Context: an optimization exercise on an open-source flow, tuned for small area, a short achievable clock period and few clock cycles per item. The choices shown serve that exercise and are no tape-out recipe.
In this exercise RTL edits were held to simulation tests only and were not proved equivalent to the original.

**flow/design.v**
```verilog
package aes_pkg;
  localparam int NUM_ROUNDS = 10;   
  localparam logic [7:0] REG_KEY0   = 8'h00;   
  localparam logic [7:0] REG_PT0    = 8'h10;   
  localparam logic [7:0] REG_CTRL   = 8'h20;   
  localparam logic [7:0] REG_STATUS = 8'h24;   
  localparam logic [7:0] REG_CT0    = 8'h30;   
  localparam logic [1:0] RESP_OKAY   = 2'b00;
  localparam logic [1:0] RESP_SLVERR = 2'b10;
  function automatic logic [7:0] xtime(input logic [7:0] b);
    xtime = {b[6:0], 1'b0} ^ (b[7] ? 8'h1b : 8'h00);
  endfunction
  function automatic logic [7:0] rcon(input logic [3:0] round);
    logic [7:0] rc;
    case (round)
      4'd1:    rc = 8'h01;
      4'd2:    rc = 8'h02;
      4'd3:    rc = 8'h04;
      4'd4:    rc = 8'h08;
      4'd5:    rc = 8'h10;
      4'd6:    rc = 8'h20;
      4'd7:    rc = 8'h40;
      4'd8:    rc = 8'h80;
      4'd9:    rc = 8'h1b;
      4'd10:   rc = 8'h36;
      default: rc = 8'h00;
    endcase
    rcon = rc;
  endfunction
endpackage
module aes_sbox2 (
  input  logic [7:0] a,        
  output logic [3:0] m_next,   
  input  logic [3:0] m,        
  output logic [7:0] y         
);
  logic U0, U1, U2, U3, U4, U5, U6, U7;
  logic T1, T2, T3, T4, T5, T6, T7, T8, T9, T10, T11, T12;
  logic T13, T14, T15, T16, T17, T18, T19, T20, T21, T22, T23, T24;
  logic T25, T26, T27, M1, M2, M3, M4, M5, M6, M7, M8, M9;
  logic M10, M11, M12, M13, M14, M15, M16, M17, M18, M19, M20, M21;
  logic M22, M23, M24, M25, M26, M27, M28, M29, M30, M31, M32, M33;
  logic M34, M35, M36, M41, M42, M43, M44, M45, M46, M47, M48, M49;
  logic M50, M51, M52, M53, M54, M55, M56, M57, M58, M59, M60, M61;
  logic M62, M63, L0, L1, L2, L3, L4, L5, L6, L7, L8, L9;
  logic L10, L11, L12, L13, L14, L15, L16, L17, L18, L19, L20, L21;
  logic L22, L23, L24, L25, L26, L27, L28, L29;
  logic M37, M38, M39, M40;       
  logic M37_d, M38_d, M39_d, M40_d;
  assign {U0, U1, U2, U3, U4, U5, U6, U7} = a;   
  assign T1 = U0 ^ U3;
  assign T2 = U0 ^ U5;
  assign T3 = U0 ^ U6;
  assign T4 = U3 ^ U5;
  assign T5 = U4 ^ U6;
  assign T6 = T1 ^ T5;
  assign T7 = U1 ^ U2;
  assign T8 = U7 ^ T6;
  assign T9 = U7 ^ T7;
  assign T10 = T6 ^ T7;
  assign T11 = U1 ^ U5;
  assign T12 = U2 ^ U5;
  assign T13 = T3 ^ T4;
  assign T14 = T6 ^ T11;
  assign T15 = T5 ^ T11;
  assign T16 = T5 ^ T12;
  assign T17 = T9 ^ T16;
  assign T18 = U3 ^ U7;
  assign T19 = T7 ^ T18;
  assign T20 = T1 ^ T19;
  assign T21 = U6 ^ U7;
  assign T22 = T7 ^ T21;
  assign T23 = T2 ^ T22;
  assign T24 = T2 ^ T10;
  assign T25 = T20 ^ T17;
  assign T26 = T3 ^ T16;
  assign T27 = T1 ^ T12;
  assign M1 = T13 & T6;
  assign M2 = T23 & T8;
  assign M3 = T14 ^ M1;
  assign M4 = T19 & U7;
  assign M5 = M4 ^ M1;
  assign M6 = T3 & T16;
  assign M7 = T22 & T9;
  assign M8 = T26 ^ M6;
  assign M9 = T20 & T17;
  assign M10 = M9 ^ M6;
  assign M11 = T1 & T15;
  assign M12 = T4 & T27;
  assign M13 = M12 ^ M11;
  assign M14 = T2 & T10;
  assign M15 = M14 ^ M11;
  assign M16 = M3 ^ M2;
  assign M17 = M5 ^ T24;
  assign M18 = M8 ^ M7;
  assign M19 = M10 ^ M15;
  assign M20 = M16 ^ M13;
  assign M21 = M17 ^ M15;
  assign M22 = M18 ^ M13;
  assign M23 = M19 ^ T25;
  assign M24 = M22 ^ M23;
  assign M25 = M22 & M20;
  assign M26 = M21 ^ M25;
  assign M27 = M20 ^ M21;
  assign M28 = M23 ^ M25;
  assign M29 = M28 & M27;
  assign M30 = M26 & M24;
  assign M31 = M20 & M23;
  assign M32 = M27 & M31;
  assign M33 = M27 ^ M25;
  assign M34 = M21 & M22;
  assign M35 = M24 & M34;
  assign M36 = M24 ^ M25;
  assign M37_d = M21 ^ M29;
  assign M38_d = M32 ^ M33;
  assign M39_d = M23 ^ M30;
  assign M40_d = M35 ^ M36;
  assign m_next = {M37_d, M38_d, M39_d, M40_d};
  assign {M37, M38, M39, M40} = m;
  assign M41 = M38 ^ M40;
  assign M42 = M37 ^ M39;
  assign M43 = M37 ^ M38;
  assign M44 = M39 ^ M40;
  assign M45 = M42 ^ M41;
  assign M46 = M44 & T6;
  assign M47 = M40 & T8;
  assign M48 = M39 & U7;
  assign M49 = M43 & T16;
  assign M50 = M38 & T9;
  assign M51 = M37 & T17;
  assign M52 = M42 & T15;
  assign M53 = M45 & T27;
  assign M54 = M41 & T10;
  assign M55 = M44 & T13;
  assign M56 = M40 & T23;
  assign M57 = M39 & T19;
  assign M58 = M43 & T3;
  assign M59 = M38 & T22;
  assign M60 = M37 & T20;
  assign M61 = M42 & T1;
  assign M62 = M45 & T4;
  assign M63 = M41 & T2;
  assign L0 = M61 ^ M62;
  assign L1 = M50 ^ M56;
  assign L2 = M46 ^ M48;
  assign L3 = M47 ^ M55;
  assign L4 = M54 ^ M58;
  assign L5 = M49 ^ M61;
  assign L6 = M62 ^ L5;
  assign L7 = M46 ^ L3;
  assign L8 = M51 ^ M59;
  assign L9 = M52 ^ M53;
  assign L10 = M53 ^ L4;
  assign L11 = M60 ^ L2;
  assign L12 = M48 ^ M51;
  assign L13 = M50 ^ L0;
  assign L14 = M52 ^ M61;
  assign L15 = M55 ^ L1;
  assign L16 = M56 ^ L0;
  assign L17 = M57 ^ L1;
  assign L18 = M58 ^ L8;
  assign L19 = M63 ^ L4;
  assign L20 = L0 ^ L1;
  assign L21 = L1 ^ L7;
  assign L22 = L3 ^ L12;
  assign L23 = L18 ^ L2;
  assign L24 = L15 ^ L9;
  assign L25 = L6 ^ L10;
  assign L26 = L7 ^ L9;
  assign L27 = L8 ^ L10;
  assign L28 = L11 ^ L14;
  assign L29 = L11 ^ L17;
  assign y[7] = L6 ^ L24;
  assign y[6] = ~(L16 ^ L26);
  assign y[5] = ~(L19 ^ L28);
  assign y[4] = L6 ^ L21;
  assign y[3] = L20 ^ L22;
  assign y[2] = L25 ^ L29;
  assign y[1] = ~(L13 ^ L27);
  assign y[0] = ~(L6 ^ L23);
endmodule
module aes_round (
  input  logic [127:0] state_in,
  output logic [63:0]  mid_next,    
  input  logic [63:0]  mid,         
  input  logic         final_round,   
  output logic [127:0] state_out
);
  logic [127:0] shifted;   
  for (genvar c = 0; c < 4; c++)
  begin : g_col
    for (genvar r = 0; r < 4; r++)
    begin : g_row
      aes_sbox2 i_sbox (
        .a      (state_in[127 - 8*(4*((c + r) % 4) + r) -: 8]),
        .m_next (mid_next[63 - 4*(4*c + r) -: 4]),
        .m      (mid[63 - 4*(4*c + r) -: 4]),
        .y      (shifted[127 - 8*(4*c + r) -: 8])
      );
    end
    logic [7:0] s0, s1, s2, s3;
    logic [7:0] p0, p1, p2, p3;
    logic [31:0] mixed, plain;
    assign s0 = shifted[127 - 8*(4*c)     -: 8];
    assign s1 = shifted[127 - 8*(4*c + 1) -: 8];
    assign s2 = shifted[127 - 8*(4*c + 2) -: 8];
    assign s3 = shifted[127 - 8*(4*c + 3) -: 8];
    assign p0 = s0 ^ s1;
    assign p1 = s1 ^ s2;
    assign p2 = s2 ^ s3;
    assign p3 = s3 ^ s0;
    assign mixed[31:24] = aes_pkg::xtime(p0) ^ p1 ^ s3;
    assign mixed[23:16] = aes_pkg::xtime(p1) ^ p2 ^ s0;
    assign mixed[15:8]  = aes_pkg::xtime(p2) ^ p3 ^ s1;
    assign mixed[7:0]   = aes_pkg::xtime(p3) ^ p0 ^ s2;
    assign plain        = {s0, s1, s2, s3};
    assign state_out[127 - 32*c -: 32] = final_round ? plain : mixed;
  end
endmodule
module aes_key_sched (
  input  logic [127:0] key_in,      
  output logic [15:0]  kmid_next,
  input  logic [15:0]  kmid,
  input  logic [7:0]   rcon,
  output logic [127:0] round_key
);
  logic [31:0] w0, w1, w2, w3;
  logic [31:0] temp;
  logic [31:0] p1, p2, p3;
  assign {w0, w1, w2, w3} = key_in;
  aes_sbox2 i_sb0 (.a (w3[23:16]), .m_next (kmid_next[15:12]), .m (kmid[15:12]), .y (temp[31:24]));
  aes_sbox2 i_sb1 (.a (w3[15:8]),  .m_next (kmid_next[11:8]),  .m (kmid[11:8]),  .y (temp[23:16]));
  aes_sbox2 i_sb2 (.a (w3[7:0]),   .m_next (kmid_next[7:4]),   .m (kmid[7:4]),   .y (temp[15:8]));
  aes_sbox2 i_sb3 (.a (w3[31:24]), .m_next (kmid_next[3:0]),   .m (kmid[3:0]),   .y (temp[7:0]));
  assign p1 = w0 ^ w1;
  assign p2 = p1 ^ w2;
  assign p3 = p2 ^ w3;
  assign round_key[127:96] = (w0 ^ {rcon, 24'h0}) ^ temp;
  assign round_key[95:64]  = (p1 ^ {rcon, 24'h0}) ^ temp;
  assign round_key[63:32]  = (p2 ^ {rcon, 24'h0}) ^ temp;
  assign round_key[31:0]   = (p3 ^ {rcon, 24'h0}) ^ temp;
endmodule
`timescale 1ns/1ps
module aes_core (
  input  logic         clk,
  input  logic         reset,
  input  logic         start,        
  input  logic [127:0] key,
  input  logic [127:0] plaintext,
  output logic         busy,         
  output logic         done,         
  output logic         finish,       
  output logic [127:0] ciphertext
);
  logic [127:0] state_q;     
  logic [127:0] key_q;       
  logic [63:0]  mid_q;       
  logic [63:0]  mid_d;
  logic [15:0]  kmid_q;      
  logic [15:0]  kmid_d;
  logic [127:0] round_key;   
  logic [127:0] round_out;   
  logic [127:0] key_d;
  logic         load;
  logic [3:0]   round_q;     
  logic         phase_q;
  logic         busy_q;
  logic         done_q;
  logic         last;
  assign last = round_q == 4'(aes_pkg::NUM_ROUNDS);
  aes_key_sched i_key_sched (
    .key_in    (key_q),
    .kmid_next (kmid_d),
    .kmid      (kmid_q),
    .rcon      (aes_pkg::rcon(round_q)),
    .round_key (round_key)
  );
  aes_round i_round (
    .state_in    (state_q),
    .mid_next    (mid_d),
    .mid         (mid_q),
    .final_round (last),
    .state_out   (round_out)
  );
  assign key_d = busy_q ? round_key : key;
  assign load = busy_q ? phase_q : start;
  always_ff @(posedge clk)
  begin
    mid_q  <= mid_d;
    kmid_q <= kmid_d;
    if (!busy_q || phase_q)
      key_q <= key_d;
    if (load)
      state_q <= (busy_q ? round_out : plaintext) ^ key_d;
  end
  always_ff @(posedge clk or negedge reset)
  begin
    if (!reset)
    begin
      round_q <= '0;
      phase_q <= 1'b0;
      busy_q  <= 1'b0;
      done_q  <= 1'b0;
    end
    else if (start)
    begin
      round_q <= 4'd1;
      phase_q <= 1'b0;
      busy_q  <= 1'b1;
      done_q  <= 1'b0;   
    end
    else if (busy_q)
    begin
      phase_q <= !phase_q;
      if (phase_q)
      begin
        if (last)
        begin
          busy_q <= 1'b0;
          done_q <= 1'b1;
        end
        else
          round_q <= round_q + 4'd1;
      end
    end
  end
  assign busy       = busy_q;
  assign done       = done_q;
  assign finish     = busy_q && last;
  assign ciphertext = state_q;
endmodule
`timescale 1ns/1ps
module aes_axil_write #(
  parameter int ADDR_W = 8
) (
  input  logic              clk,
  input  logic              reset,
  input  logic [ADDR_W-1:0] awaddr,
  input  logic              awvalid,
  output logic              awready,
  input  logic [31:0]       wdata,
  input  logic [3:0]        wstrb,
  input  logic              wvalid,
  output logic              wready,
  output logic [1:0]        bresp,
  output logic              bvalid,
  input  logic              bready,
  output logic              start,       
  output logic [127:0]      key,
  output logic [127:0]      plaintext,
  input  logic              busy
);
  localparam logic [ADDR_W-1:0] KEY_A  = ADDR_W'(aes_pkg::REG_KEY0);
  localparam logic [ADDR_W-1:0] PT_A   = ADDR_W'(aes_pkg::REG_PT0);
  localparam logic [ADDR_W-1:0] CTRL_A = ADDR_W'(aes_pkg::REG_CTRL);
  localparam logic [ADDR_W-1:0] STAT_A = ADDR_W'(aes_pkg::REG_STATUS);
  localparam logic [ADDR_W-1:0] CT_A   = ADDR_W'(aes_pkg::REG_CT0);
  logic         ready_q;   
  logic         accept;
  logic         is_key, is_pt, is_ctrl, is_stat, is_ct;
  logic         mapped;
  logic [1:0]   word;
  logic [127:0] key_q;
  logic [127:0] pt_q;
  assign accept  = awvalid && wvalid && ready_q;   
  assign awready = ready_q;
  assign wready  = ready_q;
  assign word    = awaddr[3:2];                                 
  assign is_key  = awaddr[ADDR_W-1:4] == KEY_A[ADDR_W-1:4];    
  assign is_pt   = awaddr[ADDR_W-1:4] == PT_A[ADDR_W-1:4];
  assign is_ct   = awaddr[ADDR_W-1:4] == CT_A[ADDR_W-1:4];     
  assign is_ctrl = awaddr[ADDR_W-1:2] == CTRL_A[ADDR_W-1:2];
  assign is_stat = awaddr[ADDR_W-1:2] == STAT_A[ADDR_W-1:2];   
  assign mapped  = is_key || is_pt || is_ctrl || is_stat || is_ct;
  assign start     = accept && is_ctrl && wdata[0] && !busy;
  assign key       = key_q;
  assign plaintext = pt_q;
  always_ff @(posedge clk or negedge reset)
  begin
    if (!reset)
    begin
      key_q <= '0;
      pt_q  <= '0;
    end
    else if (accept)
    begin
      for (int k = 0; k < 4; k++)
      begin
        if (wstrb[k] && is_key)
          key_q[32 * (3 - int'(word)) + 8*k +: 8] <= wdata[8*k +: 8];
        if (wstrb[k] && is_pt)
          pt_q[32 * (3 - int'(word)) + 8*k +: 8] <= wdata[8*k +: 8];
      end
    end
  end
  always_ff @(posedge clk or negedge reset)
  begin
    if (!reset)
    begin
      ready_q <= 1'b0;
      bvalid  <= 1'b0;
      bresp   <= aes_pkg::RESP_OKAY;
    end
    else if (accept)
    begin
      ready_q <= 1'b0;
      bvalid  <= 1'b1;   
      bresp   <= mapped ? aes_pkg::RESP_OKAY : aes_pkg::RESP_SLVERR;
    end
    else if (bvalid)
    begin
      if (bready)
      begin
        bvalid  <= 1'b0;
        ready_q <= 1'b1;
      end
    end
    else
      ready_q <= 1'b1;   
  end
endmodule
`timescale 1ns/1ps
module aes_axil_read #(
  parameter int ADDR_W = 8
) (
  input  logic              clk,
  input  logic              reset,
  input  logic [ADDR_W-1:0] araddr,
  input  logic              arvalid,
  output logic              arready,
  output logic [31:0]       rdata,
  output logic [1:0]        rresp,
  output logic              rvalid,
  input  logic              rready,
  input  logic [127:0]      plaintext,
  input  logic              busy,
  input  logic              done,
  input  logic              finish,      
  input  logic [127:0]      ciphertext
);
  localparam logic [ADDR_W-1:0] KEY_A  = ADDR_W'(aes_pkg::REG_KEY0);
  localparam logic [ADDR_W-1:0] PT_A   = ADDR_W'(aes_pkg::REG_PT0);
  localparam logic [ADDR_W-1:0] CTRL_A = ADDR_W'(aes_pkg::REG_CTRL);
  localparam logic [ADDR_W-1:0] STAT_A = ADDR_W'(aes_pkg::REG_STATUS);
  localparam logic [ADDR_W-1:0] CT_A   = ADDR_W'(aes_pkg::REG_CT0);
  logic        accept;
  logic        is_stat;
  logic        wait_q;    
  logic        respond;
  logic [1:0]  word;
  logic [1:0]  status;    
  logic [31:0] rd_data;
  logic [1:0]  rd_resp;
  assign accept  = arvalid && arready;
  assign word    = araddr[3:2];
  assign is_stat = araddr[ADDR_W-1:2] == STAT_A[ADDR_W-1:2];
  assign status  = finish ? 2'b10 : {done, busy};
  assign respond = accept ? !(is_stat && busy && !finish) : (wait_q && (finish || !busy));
  always_comb
  begin
    rd_data = '0;
    rd_resp = aes_pkg::RESP_OKAY;
    if (!accept)
      rd_data = {30'b0, status};   
    else if (araddr[ADDR_W-1:4] == PT_A[ADDR_W-1:4])
      rd_data = plaintext[32 * (3 - int'(word)) +: 32];
    else if (araddr[ADDR_W-1:4] == CT_A[ADDR_W-1:4])
      rd_data = ciphertext[32 * (3 - int'(word)) +: 32];
    else if (is_stat)
      rd_data = {30'b0, status};
    else if (araddr[ADDR_W-1:4] != KEY_A[ADDR_W-1:4]
             && araddr[ADDR_W-1:2] != CTRL_A[ADDR_W-1:2])
      rd_resp = aes_pkg::RESP_SLVERR;   
  end
  always_ff @(posedge clk or negedge reset)
  begin
    if (!reset)
    begin
      arready <= 1'b0;
      rvalid  <= 1'b0;
      wait_q  <= 1'b0;
    end
    else if (respond)
    begin
      arready <= 1'b0;   
      rvalid  <= 1'b1;
      wait_q  <= 1'b0;
    end
    else if (accept)
    begin
      arready <= 1'b0;
      wait_q  <= 1'b1;
    end
    else if (rvalid && rready)
    begin
      rvalid  <= 1'b0;
      arready <= 1'b1;
    end
    else if (!rvalid && !wait_q)
      arready <= 1'b1;   
  end
  always_ff @(posedge clk)
  begin
    if (respond)
    begin
      rdata <= rd_data;
      rresp <= rd_resp;
    end
  end
endmodule
`timescale 1ns/1ps
module aes_top #(
  parameter int ADDR_W = 8
) (
  input  logic              clk,
  input  logic              reset,
  input  logic [ADDR_W-1:0] awaddr,
  input  logic              awvalid,
  output logic              awready,
  input  logic [31:0]       wdata,
  input  logic [3:0]        wstrb,
  input  logic              wvalid,
  output logic              wready,
  output logic [1:0]        bresp,
  output logic              bvalid,
  input  logic              bready,
  input  logic [ADDR_W-1:0] araddr,
  input  logic              arvalid,
  output logic              arready,
  output logic [31:0]       rdata,
  output logic [1:0]        rresp,
  output logic              rvalid,
  input  logic              rready
);
  logic         start;        
  logic [127:0] key;
  logic [127:0] plaintext;
  logic         busy;         
  logic         done;         
  logic         finish;       
  logic [127:0] ciphertext;
  aes_axil_write #(.ADDR_W(ADDR_W)) i_axil_write (
    .clk       (clk),
    .reset     (reset),
    .awaddr    (awaddr),
    .awvalid   (awvalid),
    .awready   (awready),
    .wdata     (wdata),
    .wstrb     (wstrb),
    .wvalid    (wvalid),
    .wready    (wready),
    .bresp     (bresp),
    .bvalid    (bvalid),
    .bready    (bready),
    .start     (start),
    .key       (key),
    .plaintext (plaintext),
    .busy      (busy)
  );
  aes_core i_core (
    .clk        (clk),
    .reset      (reset),
    .start      (start),
    .key        (key),
    .plaintext  (plaintext),
    .busy       (busy),
    .done       (done),
    .finish     (finish),
    .ciphertext (ciphertext)
  );
  aes_axil_read #(.ADDR_W(ADDR_W)) i_axil_read (
    .clk        (clk),
    .reset      (reset),
    .araddr     (araddr),
    .arvalid    (arvalid),
    .arready    (arready),
    .rdata      (rdata),
    .rresp      (rresp),
    .rvalid     (rvalid),
    .rready     (rready),
    .plaintext  (plaintext),
    .busy       (busy),
    .done       (done),
    .finish     (finish),
    .ciphertext (ciphertext)
  );
endmodule
```
**flow/flow/run.sh**
```bash
#!/bin/bash
# Layout flow: the standard flow, except that
#  - synthesis maps the logic with the ABC script in flow/synth.abc (area-oriented
#    mapping that keeps the xor structure of the s-boxes) instead of ORFS's speed script;
#  - the make calls get the extra settings in EXTRA: repair aims at a larger setup
#    margin, and the port buffers that placement inserts on every input and output are
#    buf_2 cells rather than the default delay buffer.
# Everything else (yosys synth -nofsm -noshare, flattening, renaming, floorplan to finish,
# the final DEF) is the standard flow.
set -euo pipefail
W=$PWD
F=$W/flow
EXTRA='SETUP_SLACK_MARGIN=5.75 BUFFER_PORTS_ARGS="-buffer_cell sky130_fd_sc_hd__buf_2"'

# ORFS synthesis script with only the abc script replaced
sed -e 's|^\( *\)log_cmd abc {\*}\$abc_args|\1set abc_args [lreplace $abc_args 1 1 '"$F"'/synth.abc]\n\1log_cmd abc {*}$abc_args|' \
  "$FLOW_HOME/scripts/synth.tcl" > "$W/synth_custom.tcl"
grep -q "$F/synth.abc" "$W/synth_custom.tcl"
sed -e 's|source \$::env(SCRIPTS_DIR)/synth.tcl|source '"$W"'/synth_custom.tcl|' synth_recipe.tcl > "$W/synth_recipe_custom.tcl"
grep -q "synth_custom.tcl" "$W/synth_recipe_custom.tcl"

# standard.sh with the extra settings; synthesis also with the custom script
sed -e 's|"\${@:-finish}"|'"$EXTRA"' "${@:-finish}"|' standard.sh > "$W/layout_custom.sh"
grep -q "$EXTRA" "$W/layout_custom.sh"
sed -e 's|SYNTH_SCRIPT=[^ ]*|SYNTH_SCRIPT='"$W"'/synth_recipe_custom.tcl|' "$W/layout_custom.sh" > "$W/synth_custom.sh"

bash "$W/synth_custom.sh" synth > "$W/synth.log" 2>&1
bash "$W/layout_custom.sh" > "$W/layout.log" 2>&1
```
**flow/flow/synth.abc**
```
strash
&get -n
&dch -f
&nf -R 1000
&put
```
**flow/standard.sh**
```bash
#!/bin/bash
# synth_recipe.tcl (not shown) runs the flow's synth.tcl, then flattens the netlist and writes it again
# the make line also repeats each setting of config.mk as NAME=value (left out here)
make -C /OpenROAD-flow-scripts/flow DESIGN_CONFIG=/design/flow/config.mk WORK_HOME=/design/flow/orfs CLKGATE_MAP_FILE= SYNTH_SCRIPT=/design/flow/synth_recipe.tcl "${@:-finish}"
```
**flow/config.mk**
```make
export PLATFORM = sky130hd
export DESIGN_NAME = aes_top
export DESIGN_NICKNAME = aes_top
export VERILOG_FILES = /design/flow/design.v
export SDC_FILE = /design/flow/constraint.sdc
export NUM_CORES = 4
export LEC_CHECK = 0
export CAP_MARGIN = 20
export CELL_PAD_IN_SITES_DETAIL_PLACEMENT = 1
export CELL_PAD_IN_SITES_GLOBAL_PLACEMENT = 2
export CORE_MARGIN = 2
export CORE_UTILIZATION = 40
export PLACE_DENSITY = 0.55
export SLEW_MARGIN = 20
```
**flow/constraint.sdc**
```tcl
create_clock -name core_clock -period 10.0 [get_ports {clk}]
set_input_delay 2.0000 -clock core_clock [delete_from_list [all_inputs] [get_ports {clk}]]
set_output_delay 2.0000 -clock core_clock [all_outputs]
set_load 0.01 [all_outputs]
```
==> summary.txt <==
registers in the layout (all words and copies together), names as in the netlist:
signal and cells:
i_axil_read.arready 1, i_core.done_q 1, i_axil_write.bvalid 1, i_axil_write.pt_q 128, i_core.round_q 4, i_axil_write.key_q 128, i_axil_read.rresp 1, i_core.state_q 128
i_core.mid_q 64, i_axil_write.bresp 1, i_core.key_q 128, i_core.phase_q 1, i_core.busy_q 1, i_core.kmid_q 16, i_axil_read.rvalid 1, i_axil_read.rdata 32
i_axil_write.ready_q 1, i_axil_read.wait_q 1
final cells by class:
class                           instances  area, um^2  share of cell area
Antenna cell                            4        10.0            0.000165
Clock buffer                          105        2240              0.0368
Clock inverter                         48         577             0.00949
Inverter                               76         292             0.00480
Multi-Input combinational cell       4556       36200               0.595
Sequential cell                       638       17000               0.280
Tap cell                             1637        2050              0.0337
Timing Repair Buffer                  328        2450              0.0403
per-layer routing:
metal	vias to the layer above	part of all wire	track usage	wire, um
met3	346	0.064	0.0474	13400
met2	1260	0.45	0.507	94100
met4	2	0.044	0.125	9070
met1	20800	0.44	0.448	90900
met5	-	0.000063	0	13
li1	18600	-	-	-
worst paths after layout:
check                                                    from                                 end  slack [ns]  cells past startpoint
hold / removal             i_axil_write.key_q[36]$_DFFE_PN0P_  i_axil_write.key_q[36]$_DFFE_PN0P_        0.47                      2
hold reg to reg            i_axil_write.key_q[36]$_DFFE_PN0P_  i_axil_write.key_q[36]$_DFFE_PN0P_        0.47                      2
setup / recovery                 i_core.state_q[25]$_DFFE_PP_         i_core.state_q[8]$_DFFE_PP_        5.73                     12
setup reg to reg                 i_core.state_q[25]$_DFFE_PP_         i_core.state_q[8]$_DFFE_PP_        5.73                     12
min in group asynchronous                               reset  i_axil_write.key_q[34]$_DFFE_PN0P_        1.28                      1
max in group asynchronous                               reset  i_axil_write.key_q[78]$_DFFE_PN0P_        7.16                      3
logic make-up (layout without fill, tap and decap cells):
| logic type | after synthesis | in the layout | share of synthesized area |
|---|---|---|---|
| buffers and inverters | 79 | 557 | 0.00621 |
| adder cells (fa/ha/maj) | 50 | 50 | 0.0126 |
| XOR/XNOR | 2282 | 2282 | 0.404 |
| AO/OA/AOI/OAI | 891 | 891 | 0.107 |
| multiplexers | 49 | 49 | 0.0183 |
| other | 1 | 6 | 0.0000756 |
| flip-flops | 638 | 638 | 0.343 |
| AND/OR/NAND/NOR | 1280 | 1282 | 0.110 |
Yosys cell counts, types with 36 or more instances:
cell | instances | area [um^2]
xor2_1 | 725 | 6350
dfxtp_1 | 80 | 1600
a21oi_1 | 310 | 1550
clkinv_1 | 76 | 285
nand2b_1 | 87 | 544
o22ai_1 | 100 | 626
nand2_1 | 582 | 2180
edfxtp_1 | 289 | 8680
and3_1 | 36 | 225
nor2_1 | 394 | 1480
xnor2_1 | 1555 | 13600
o221ai_1 | 41 | 359
ha_1 | 50 | 626
nand3_1 | 85 | 425
o21ai_0 | 281 | 1410
dfrtp_1 | 269 | 6730
a22o_1 | 64 | 561
stage by stage:
step / hold slack [ns] / cell area (um^2) / util / setup WS (ns)
after floorplan: 0.443 / 49600 / - / 3.42
after global placement: 0.457 / 53100 / 0.431 / 4.22
after detailed placement: 0.470 / 53100 / 0.431 / 4.12
after CTS: 0.482 / 58300 / 0.473 / 5.69
after global routing: 0.505 / 60800 / 0.493 / 5.59
final: 0.474 / 60800 / 0.493 / 5.73
what timing repair did:
item | 4_1_cts | 5_1_grt
buffers inserted | 30 | 91
pin swaps | 19 | 44
gates cloned | 2 | 0
endpoints found under the setup margin | 264 | 162
gates resized for setup | 274 | 201
worst reg2reg max path, stage by stage (launching register included):
cell      delay, ns
edfxtp_1       0.53
xor2_2         0.28
xnor2_2        0.33
xnor2_1        0.20
nand2_1        0.15
xnor2_1        0.32
xnor2_1        0.16
xnor2_2        0.47
xnor2_1        0.25
xor2_1         0.56
xnor2_1        0.27
a21oi_1        0.38
xor2_1         0.11
==> out/summary.txt <==
Routed len/inst: 28.1 um
Number of synthesized flops with an enable pin: 289
Gr usage total: 0.323
CP dominant cell by count: xnor2_1
Unique masters post-synth: 47
GPL Wtd Cong: 0.961
Critical path endpoint category: flop
Synthesized cell area: 49,600 um^2
DP Wirelength: 157,000 um
Final Non-Filler Cells: 7,392
Asr flop ratio synth: 0.422
Total CTS buffers: 82
Critical path type: reg -> reg
Buf/Inv on CP: 0
Slew margin rel.: 0.227
Die X: 356 um
Residual DRC: 0
Drt first pass iters: 5
Peak Freq: 234 MHz
Crit-path slowest cell: xor2_1
Worst Clk Skew: 0.0355 ns
Most common cell after layout, fill and taps aside: xnor2_1
Worst stage delay on the critical path: 0.56 ns
First-pass GRT wire length: 298,000 um
Area grow syn2layout: 22.6%
Top_reg_cell synth: edfxtp_1
Commonest cells after routing, fill and taps aside: 1,309 x xnor2_1, 605 x xor2_1, 578 x nand2_1
Largest net degree at the start of global routing: 135
Worst-margin pin slew: 1.16 ns
CTS tree: done
Final hold violations: 0
Vias in the first global route: 41,600
Setup TNS: 0 ns
Core area: 123,000 um^2
# Max-Cap Violations: 0
Delay-heaviest family, CP: XOR/XNOR gates
Initial core utilization: 0.402
Synthesis-stage register bit count: 638
H-tree depth: 3
Routed Antenna Nets: 0
Antenna violations before repair: 10
Clk sinks: 638
Routed vias: 41,000
Average size of a mapped cell: 9.41 um^2
Rows: 129
Vias/cell: 5.55
Min Tclk post-route: 4.27 ns
Period utilisation layout: 0.427
Crit start category: flop
Worst-path clk slew: 0.06 ns
RSZ-0062 raised after global routing: true
Inst Count DP: 7,112
Clock Latency Late Sink: 0.73 ns
Hold WC Path Type: reg -> reg
Layout cells sized above 1: 0.158
Root buffer selected by CTS: clkbuf_16
Die Area: 127,000 um^2
Status: finished clean
WP data arrival: 4.74 ns
Crit path max fanout: 6
IO Port Bufs: 93
Routed wire length: 207,000 um
Setup-failing EPs final: 0
Worst-case clock buffer depth: 3
Sequential-to-total area share from yosys stat: 0.343
Chip Height: 356 um
Gr ovfl total: 0
Hold_buf cts: 0
Max Slew Vio Count: 0
Filler cells: 13,700
Post-Synthesis Cells: 5,270
Critical path, cell by cell: xor2_2 > xnor2_2 > xnor2_1 > nand2_1 > xnor2_1 > xnor2_1 > xnor2_2 > xnor2_1 > xor2_1 > xnor2_1 > a21oi_1 > xor2_1
Io pins: 100
Fin nets: 5,791
Synth warn: 4
Initial drt markers: 3,539
Critical Path RT: 10.47 ns
Testbench counts, summed over its fixed seeds: cycles 5,056, blocks 128.

==> separate check: timing with driven ports <==
How much do the figures lean on ideal ports? The routed layout below was timed once more, with nothing changed but the port constraints. Step 1 assumes that a clkbuf_16 drives the clock port and a buf_2 every other input. Step 2 adds t to the input delays and takes it off the output delays; t is the mean of the earliest and latest rising clock arrival at the registers after step 1. Input paths then give back, and output paths get back, about the clock's delay inside the block. Slacks: no drivers / after step 1 / after step 2; pairs: no drivers / after step 1.
shift t [ns]: 0.799
setup WS [ns]: 5.731 / 5.731 / 5.019
latest minus earliest clock arrival (ns): 0.040 / 0.040
cell pins on the clock port's net: 1
After both steps this run still meets setup and hold. The setup slack of this run moves by 0.000 ns with the drivers and by -0.712 ns with both steps.
